Source: an optimization exercise on an open RTL-to-GDS flow (aim: small area, a short achievable clock period and few clock cycles). Production flows keep margins and buffers that such runs may drop. The RTL was checked by simulation tests, not by an equivalence proof against the original design.

$ cat run.sh
#!/bin/bash
# synth_recipe.tcl (not shown) runs the flow's synth.tcl, then flattens the netlist and writes it again
# the make line also repeats each setting of config.mk as NAME=value (left out here)
make -C /OpenROAD-flow-scripts/flow DESIGN_CONFIG=/design/flow/config.mk WORK_HOME=/design/flow/orfs CLKGATE_MAP_FILE= SYNTH_SCRIPT=/design/flow/synth_recipe.tcl finish
$ cat constraint.sdc
create_clock -name core_clock -period 6.5 [get_ports {clk_i}]
set_input_delay 1.3000 -clock core_clock [delete_from_list [all_inputs] [get_ports {clk_i}]]
set_output_delay 1.3000 -clock core_clock [all_outputs]
set_load 0.01 [all_outputs]
$ cat config.mk
export PLATFORM = sky130hd
export DESIGN_NAME = execute_stage_mc
export DESIGN_NICKNAME = execute_stage_mc
export VERILOG_FILES = /design/flow/design.v
export SDC_FILE = /design/flow/constraint.sdc
export NUM_CORES = 4
export LEC_CHECK = 0
export CAP_MARGIN = 20
export CORE_MARGIN = 2
export CORE_UTILIZATION = 40
export SETUP_SLACK_MARGIN = 2.2
export SLEW_MARGIN = 20
$ cat design.v
module execute_stage_mc #(
    parameter int XLEN      = 64,
    parameter bit MULDIV_EN = 1'b1
) (
    input  logic            clk_i,
    input  logic            reset_i,
    input  logic            in_valid_i,
    output logic            in_ready_o,
    input  logic [3:0]      op_i,
    input  logic [4:0]      rs1_i,
    input  logic [4:0]      rs2_i,
    input  logic [4:0]      rd_i,
    input  logic [XLEN-1:0] src1_i,
    input  logic [XLEN-1:0] src2_i,
    input  logic [XLEN-1:0] imm_i,
    input  logic            alu_src_i,
    input  logic            regwrite_i,
    input  logic [4:0]      rd_x_i,
    input  logic            regwrite_x_i,
    input  logic [XLEN-1:0] result_x_i,
    input  logic [4:0]      rd_w_i,
    input  logic            regwrite_w_i,
    input  logic [XLEN-1:0] result_w_i,
    output logic            out_valid_o,
    input  logic            out_ready_i,
    output logic [XLEN-1:0] result_o,
    output logic [4:0]      rd_o,
    output logic            regwrite_o,
    output logic            busy_o,
    output logic            div_zero_o
);
    localparam int W  = 64;
    localparam int K  = 4;       
    localparam logic [1:0] P0 = 2'd0;    
    localparam logic [1:0] P1 = 2'd1;    
    localparam logic [1:0] P2 = 2'd2;    
    localparam logic [1:0] P3 = 2'd3;    
    logic [W-1:0] op_a, op_b_fwd, op_b;
    always_comb begin
        op_a = src1_i;
        if (regwrite_x_i && rd_x_i == rs1_i && rs1_i != 5'd0)
            op_a = result_x_i;
        else if (regwrite_w_i && rd_w_i == rs1_i && rs1_i != 5'd0)
            op_a = result_w_i;
        op_b_fwd = src2_i;
        if (regwrite_x_i && rd_x_i == rs2_i && rs2_i != 5'd0)
            op_b_fwd = result_x_i;
        else if (regwrite_w_i && rd_w_i == rs2_i && rs2_i != 5'd0)
            op_b_fwd = result_w_i;
        op_b = alu_src_i ? imm_i : op_b_fwd;
    end
    logic         s1_v_q;                  
    logic         mul_q, div_q;            
    logic [4:0]   rd1_q;
    logic         rw1_q;
    logic [W-1:0] a_q, b_q;                
    logic [W-1:0] s_q, c_q;                
    logic [1:0]   ph_q;                    
    logic [6:0]   n_q;                     
    logic         fin_q;                   
    logic         dz1_q;                   
    logic         sub_q;                   
    logic         xs_q;                    
    logic         xsh_q;                   
    logic [5:0]   ramt_q;                  
    logic         r_add, r_and, r_or, r_xor, r_slt, r_sltu, r_sll, r_srl, r_sra, r_quo, r_rem;
    logic         out_v_q;
    logic [W-1:0] res_q;
    logic [4:0]   rd_q;
    logic         rw_q, dz_q;
    wire out_free = !out_v_q || out_ready_i;
    assign in_ready_o = !s1_v_q || (fin_q && out_free);
    wire accept = in_valid_i && in_ready_o;
    wire wr_out = s1_v_q && fin_q && out_free;    
    logic [W-1:0] add_x, add_y, add_s;
    logic         add_co, add_c0;
    always_comb begin
        add_x = a_q;
        if (xs_q)  add_x = s_q;
        if (xsh_q) add_x = {s_q[W-2:0], a_q[W-1]};
        add_y = xs_q ? c_q : b_q;
    end
    assign {add_co, add_s, add_c0} = {1'b0, add_x, 1'b1} + {1'b0, add_y ^ {W{sub_q}}, sub_q};
    wire ltu = !add_co;                                    
    wire lts = (a_q[W-1] ^ b_q[W-1]) ? a_q[W-1] : add_s[W-1];
    function automatic logic [6:0] lzc(input logic [W-1:0] x);
        logic [63:0] z;
        logic [5:0]  c [64];
        logic [63:0] z2;
        logic [5:0]  c2 [64];
        for (int i = 0; i < 64; i++) begin z[i] = !x[i]; c[i] = '0; end
        for (int l = 0; l < 6; l++) begin
            for (int g = 0; g < (32 >> l); g++) begin
                z2[g] = z[2*g+1] & z[2*g];
                c2[g] = c[2*g+1];
                if (z[2*g+1]) c2[g] = c[2*g] | 6'(1 << l);
            end
            for (int g = 0; g < (32 >> l); g++) begin z[g] = z2[g]; c[g] = c2[g]; end
        end
        lzc = z[0] ? 7'd64 : {1'b0, c[0]};
    endfunction
    wire [6:0] lz_a = lzc(a_q);
    wire [6:0] lz_b = lzc(b_q);
    logic [W-1:0] rot [7];
    always_comb begin
        rot[0] = a_q;
        for (int l = 0; l < 6; l++)
            rot[l+1] = ramt_q[l] ? ((rot[l] >> (1 << l)) | (rot[l] << (W - (1 << l)))) : rot[l];
    end
    function automatic logic [W-1:0] therm(input logic [5:0] t);
        logic [63:0] m;
        m = '0;
        m[0] = t[0];
        for (int k = 1; k < 6; k++)
            for (int i = 0; i < (1 << k); i++) begin
                m[i + (1 << k)] = m[i] & t[k];
                m[i]            = m[i] | t[k];
            end
        therm = m;
    endfunction
    function automatic logic [W-1:0] rev(input logic [W-1:0] x);
        for (int j = 0; j < W; j++) rev[j] = x[W-1-j];
    endfunction
    wire [W-1:0] mlo_s = therm(b_q[5:0]);                      
    wire [W-1:0] mhi_s = rev(mlo_s);                           
    wire [W-1:0] mhi_n = n_q[6] ? '1 : rev(therm(n_q[5:0]));   
    wire [W-1:0] a_xor_b = a_q ^ b_q;
    wire [W-1:0] res_d =
          ({W{r_add}}  & add_s)
        | ({W{r_and}}  & (a_q & b_q))
        | ({W{r_or}}   & (a_q | b_q))
        | ({W{r_xor}}  & a_xor_b)
        | {{(W-1){1'b0}}, (r_slt & lts) | (r_sltu & ltu)}
        | ({W{r_sll}}  & rot[6] & ~mlo_s)
        | ({W{r_srl | r_sra}} & rot[6] & ~mhi_s)
        | ({W{r_sra & a_q[W-1]}} & mhi_s)
        | ({W{r_quo}}  & a_q)
        | ({W{r_rem}}  & s_q);
    logic [W-1:0] ms, mc;
    always_comb begin
        logic [W-1:0] t, u, v;
        ms = s_q;
        mc = c_q;
        for (int i = 0; i < K; i++) begin
            v = b_q[i] ? (a_q << i) : '0;
            t = ms ^ mc ^ v;
            u = ((ms & mc) | (ms & v) | (mc & v)) << 1;
            ms = t;
            mc = u;
        end
    end
    wire mul_last = (b_q[W-1:K] == '0);
    logic [W-1:0] sfx_a;                       
    always_comb begin
        sfx_a = a_q;
        for (int l = 0; l < 6; l++)
            sfx_a = sfx_a | (sfx_a >> (1 << l));
    end
    wire a_short = |(b_q & ~sfx_a);
    wire [W-1:0] swap_x = {W{a_short}} & a_xor_b;
    wire          div_ge  = s_q[W-1] | add_co;
    wire [W-1:0]  div_rem = div_ge ? add_s : add_x;
    wire          b_zero  = lz_b[6];
    wire [6:0]    n_cnt   = b_zero ? 7'd64 : a_short ? 7'd0 : (lz_b - lz_a + 7'd1);
    wire issue_md = (op_i >= 4'd10) && (op_i <= 4'd12);
    logic         s1_v_d, fin_d;
    logic [1:0]   ph_d;
    logic         a_en, b_en, s_en, c_en, n_en;
    logic [W-1:0] a_d, b_d, s_d, c_d;
    logic         xs_d, xsh_d;
    always_comb begin
        s1_v_d = s1_v_q;
        fin_d  = fin_q;
        ph_d   = ph_q;
        xs_d   = xs_q;
        xsh_d  = xsh_q;
        a_en   = 1'b0;
        b_en   = 1'b0;
        s_en   = 1'b0;
        c_en   = 1'b0;
        n_en   = 1'b0;
        a_d    = rot[6] & mhi_n;              
        b_d    = b_q ^ swap_x;                
        s_d    = rot[6] & ~mhi_n;             
        c_d    = mc;
        if (s1_v_q && mul_q) begin
            case (ph_q)
                P0: begin
                    a_en = 1'b1;
                    b_en = 1'b1;
                    a_d  = a_q ^ swap_x;
                    ph_d = P1;
                end
                P1: begin
                    a_en = 1'b1;
                    b_en = 1'b1;
                    s_en = 1'b1;
                    c_en = 1'b1;
                    a_d  = a_q << K;
                    b_d  = b_q >> K;
                    s_d  = ms;
                    if (mul_last) begin ph_d = P2; fin_d = 1'b1; xs_d = 1'b1; end
                end
                default: ;
            endcase
        end
        if (s1_v_q && div_q) begin
            case (ph_q)
                P0: begin
                    n_en = 1'b1;
                    ph_d = P1;
                end
                P1: begin
                    a_en  = 1'b1;
                    s_en  = 1'b1;
                    ph_d  = (n_q == 7'd0) ? P3 : P2;
                    fin_d = (n_q == 7'd0);
                    xsh_d = (n_q != 7'd0);
                end
                P2: begin
                    a_en = 1'b1;
                    s_en = 1'b1;
                    n_en = 1'b1;
                    a_d  = {a_q[W-2:0], div_ge};
                    s_d  = div_rem;
                    if (n_q == 7'd1) begin ph_d = P3; fin_d = 1'b1; xsh_d = 1'b0; end
                end
                default: ;
            endcase
        end
        if (wr_out) begin
            s1_v_d = 1'b0;
            fin_d  = 1'b0;
        end
        if (accept) begin
            s1_v_d = 1'b1;
            fin_d  = !issue_md;
            ph_d   = P0;
            xs_d   = 1'b0;
            xsh_d  = 1'b0;
            a_en   = 1'b1;
            b_en   = 1'b1;
            s_en   = 1'b1;
            c_en   = 1'b1;
            a_d    = op_a;
            b_d    = op_b;
            s_d    = '0;
            c_d    = '0;
        end
    end
    always_ff @(posedge clk_i or negedge reset_i) begin
        if (!reset_i) begin
            s1_v_q  <= 1'b0;
            fin_q   <= 1'b0;
            ph_q    <= P0;
            xs_q    <= 1'b0;
            xsh_q   <= 1'b0;
            out_v_q <= 1'b0;
        end else begin
            s1_v_q  <= s1_v_d;
            fin_q   <= fin_d;
            ph_q    <= ph_d;
            xs_q    <= xs_d;
            xsh_q   <= xsh_d;
            out_v_q <= wr_out || (out_v_q && !out_ready_i);
        end
    end
    always_ff @(posedge clk_i) begin
        if (a_en) a_q <= a_d;
        if (b_en) b_q <= b_d;
        if (s_en) s_q <= s_d;
        if (c_en) c_q <= c_d;
        if (n_en) n_q <= (ph_q == P0) ? n_cnt : n_q - 7'd1;
        if (accept) begin
            ramt_q <= (op_i == 4'd7) ? 6'd0 - op_b[5:0] : op_b[5:0];
            dz1_q  <= 1'b0;
        end else if (s1_v_q && div_q && ph_q == P0) begin
            ramt_q <= n_cnt[5:0];
            dz1_q  <= b_zero;
        end
        if (accept) begin
            mul_q  <= (op_i == 4'd10);
            div_q  <= (op_i == 4'd11) || (op_i == 4'd12);
            sub_q  <= (op_i != 4'd0) && (op_i != 4'd10);
            r_add  <= (op_i == 4'd0) || (op_i == 4'd1) || (op_i == 4'd10);
            r_and  <= (op_i == 4'd2);
            r_or   <= (op_i == 4'd3);
            r_xor  <= (op_i == 4'd4);
            r_slt  <= (op_i == 4'd5);
            r_sltu <= (op_i == 4'd6);
            r_sll  <= (op_i == 4'd7);
            r_srl  <= (op_i == 4'd8);
            r_sra  <= (op_i == 4'd9);
            r_quo  <= (op_i == 4'd11);
            r_rem  <= (op_i == 4'd12);
            rd1_q  <= rd_i;
            rw1_q  <= regwrite_i;
        end
        if (wr_out) begin
            res_q <= res_d;
            rd_q  <= rd1_q;
            rw_q  <= rw1_q;
            dz_q  <= dz1_q;
        end
    end
    assign out_valid_o = out_v_q;
    assign result_o    = res_q;
    assign rd_o        = rd_q;
    assign regwrite_o  = rw_q;
    assign div_zero_o  = dz_q;
    assign busy_o      = s1_v_q;
endmodule
==> results.py <==
metrics = {
    "yosys": {
        "synth_area_um2": 49900,
        "synth_cells": 5949,
        "syn_nets": 6767,
        "yosysSeqAreaShare_pct": 21.8,
        "synth-async-reset-ratio_pct": 1.92,
        "synth_most_common_cell": "a21oi_1",
        "yosys.area.top_type": "edfxtp_1",
        "yosys-top-cells-area": "edfxtp_1, fa_1, mux2i_1, a21oi_1, ha_1",
        "yosys-top-cells-count": "a21oi_1, nor2_1, nand2_1",
        "synth-main-ff-cell": "edfxtp_1",
        "synthDistinctLibCells": 97,
        "postSynthAreaPerCell_um2": 8.39,
        "yosys_warnings": 6,
        "synth_top_area_share_pct": 21.4,
        "ys_ff_latch": 364,
        "synth-edff-count": 356,
    },
    "routing": {
        "dr.pass1.iters": 23,
        "vias": 56000,
        "via_per_inst": 6.95,
        "ant_nets": 0,
        "drt_wl_total_um": 298000,
        "drt_iter0_drc": 9624,
        "remaining_drc_errors": 0,
        "post_drt_wl_per_cell_um": 37.0,
    },
    "sta": {
        "fmax_ghz": 0.227,
        "layout_setup_ws_ns": 2.10,
        "tns_ns": 0,
        "relSlewSlack_pct": -4.01,
        "rsz0062_at_grt": "true",
        "setup-violations-final": 0,
        "worst_pin_slew_ns": 1.54,
        "final_hold_viol_count": 0,
        "worst_hold_slack_ns": 0.419,
        "post-route-min-period_ns": 4.40,
        "skew_ns": 0.0309,
        "maxSlewViolCount": 2,
        "period_share_pct": 67.7,
    },
    "worst_setup_path": {
        "cp_cell_sequence": "inv_1, nor2_1, fa_1, inv_1, fa_1, inv_1, fa_1, fa_1, a211oi_2, nor3_1",
        "reg2reg_to": "s_q[24]",
        "cp.required_ns": 6.88,
        "rrSetupSlack_ns": 2.10,
        "reg2reg_depth": 10,
        "startpoint_type": "flop",
        "path_max_fanout": 7,
        "worstPathArrival_ns": 4.77,
        "crit_buf_inv": 3,
        "end_kind": "flop",
        "slowest_stage": "edfxtp_1",
        "cpMostUsedCell": "fa_1",
        "worst-setup-path-type": "reg2reg",
        "r2r-start": "a_q[24]",
        "cpPeakStageDelay_ns": 0.76,
        "cp_top_family": "adder cells",
    },
    "place": {
        "postPlaceCellArea_um2": 56300,
        "post-place-ws_ns": 1.02,
        "dp_hpwl_um": 224000,
        "io_buffers": 430,
        "place_congestion": 1.11,
    },
    "grt": {
        "grt_pass1_wl_um": 408000,
        "globalRouteTotalUtil_pct": 45.2,
        "grt_max_degree": 154,
        "grt_pass1_vias": 52500,
        "gr-total-overflow": 0,
        "antenna_found_initial": 19,
    },
    "hold_path": {
        "whs_path_depth": 0,
        "hp-start": "rd1_q[0]",
        "hold_path_end": "rd_q[0]",
        "min_path_type": "reg2reg",
    },
    "run_status": {
        "so_faults": "capacitance limit, slew limit",
        "status": "finished with violations",
    },
    "floorplan": {
        "core_area_um2": 124000,
        "start_util_pct": 40.3,
        "die_x_um": 357,
        "die_area_um2": 128000,
        "die-height_um": 357,
        "ios": 431,
        "rows": 129,
    },
    "finish": {
        "design_area_um2": 61700,
        "area_growth_pct": 23.5,
        "finalNetCount": 7190,
        "drive_above_1_share_pct": 16.1,
        "filler_cell_count": 12000,
    },
    "cts": {
        "cts_buffer_depth": 3,
        "clk_latency_ns": 0.69,
        "cts_made_buffers": 49,
        "clock-sinks": 364,
        "cts-htree-levels": 2,
        "cts_root_buf": "clkbuf_16",
        "clkTransAtPathRegs_ns": 0.06,
        "cts_tree": "done",
    },
    "run": {
        "cap_violations": 1,
    },
}
## metrics by stage
step                instances  util [%]
finish                   8061      49.8
global route             8051      49.8
CTS                      7942      48.3
detailed placement       7725      45.5
global placement         7725      45.5
floorplan                5949         -
## how the worst max path moves through the flow
stage | from | endpoint | slack [ns] | cells after the start
after floorplan | out_ready_i | s_q[0] | 1.96 | 8
after global placement | xs_q | res_q[57] | 0.93 | 14
after detailed placement | xs_q | s_q[8] | 1.02 | 16
after CTS | xs_q | s_q[15] | 2.12 | 17
after global routing | b_q[28] | n_q[6] | 2.09 | 19
final | a_q[24] | s_q[24] | 2.10 | 10
## registers in the layout (all words and copies together), names as in the netlist, 6 cells and up
signal,flops
res_q,64
ramt_q,6
a_q,64
c_q,60
b_q,64
n_q,7
s_q,64
## worst reg2reg max path: stages, from the launching register on
cell,delay [ns]
edfxtp_1,0.76
inv_1,0.46
nor2_1,0.24
fa_1,0.44
inv_1,0.08
fa_1,0.41
inv_1,0.08
fa_1,0.45
fa_1,0.48
a211oi_2,0.61
nor3_1,0.10
## what timing repair did
action                     in CTS  in global routing
setup endpoints to repair     225                165
hold buffers                    0                  0
setup buffers                 119                105
pin swaps                      46                 54
resized for setup             153                192
gates cloned                    8                  1
## cells in the final DEF, fill, tap and decap left out, types with 33 or more instances in the layout
| master | n |
|---|---|
| nor3_1 | 137 |
| buf_12 | 41 |
| nor2_1 | 499 |
| a211oi_1 | 286 |
| edfxtp_1 | 356 |
| fa_1 | 243 |
| o211ai_1 | 60 |
| xnor2_1 | 118 |
| o21ai_0 | 302 |
| a22oi_1 | 48 |
| a31oi_1 | 86 |
| o21a_1 | 69 |
| nand4_1 | 39 |
| mux4_2 | 84 |
| mux2_2 | 77 |
| a21o_1 | 37 |
| inv_1 | 390 |
| clkdlybuf4s50_1 | 429 |
| ha_2 | 33 |
| nand3_1 | 114 |
| clkbuf_16 | 51 |
| nand2_1 | 458 |
| a21oi_1 | 530 |
| a222oi_1 | 38 |
| and2_1 | 71 |
| o21ai_1 | 58 |
| ha_1 | 181 |
| buf_4 | 439 |
| mux2i_1 | 401 |
## logic make-up (layout without fill, tap and decap cells)
logic type,Yosys count,count (layout),synth area share [%]
compound gates,1893,1893,24.6
flops,364,364,21.8
simple gates,1512,1512,13.8
other cells,0,13,0
fa+ha+maj,461,461,15.2
mux,586,586,14.1
buf+inv,978,1440,7.77
xor+xnor,155,155,2.72
## layout make-up
cell class | instances | area (µm²) | area share, %
Antenna cell | 13 | 32.5 | 0.0528
Clock inverter | 34 | 363 | 0.588
Tap cell | 1637 | 2050 | 3.32
Clock buffer | 56 | 1270 | 2.07
Multi-Input combinational cell | 4607 | 36600 | 59.3
Inverter | 417 | 1590 | 2.58
Sequential cell | 364 | 10900 | 17.7
Timing Repair Buffer | 933 | 8890 | 14.4
## layer usage
metal  share of wire (%)  GRT usage [%]  vias up
met5                0.10           1.11        -
met4                 6.7           23.4       22
met3                  18           24.2      992
met2                  38           60.3     5080
met1                  37           58.1    27200
li1                    -              -    22700
Testbench counts, summed over its fixed seeds: cycles 13,769.

==> port drivers added, routing unchanged <==
Ports are ideal in the flow. The routed layout listed here was re-timed in OpenROAD. Step 1 assumes that a clkbuf_16 drives the clock port and a buf_2 every other input. Step 2 times the ports against the registers' clock, not the clock port: input delays grow and output delays shrink by t, the midpoint of the rising clock arrivals with the driver on. a / b / c = ideal / step 1 / step 2; a / b = the first two.
shift t [ns]: 0.746
slack for setup (ns): 2.101 / 2.101 / 1.599
clock arrival spread, ns: 0.031 / 0.031
cell pins on the clock port's net: 1
For this run, drivers alone change the setup slack by 0.000 ns; drivers and shift together by -0.502 ns.
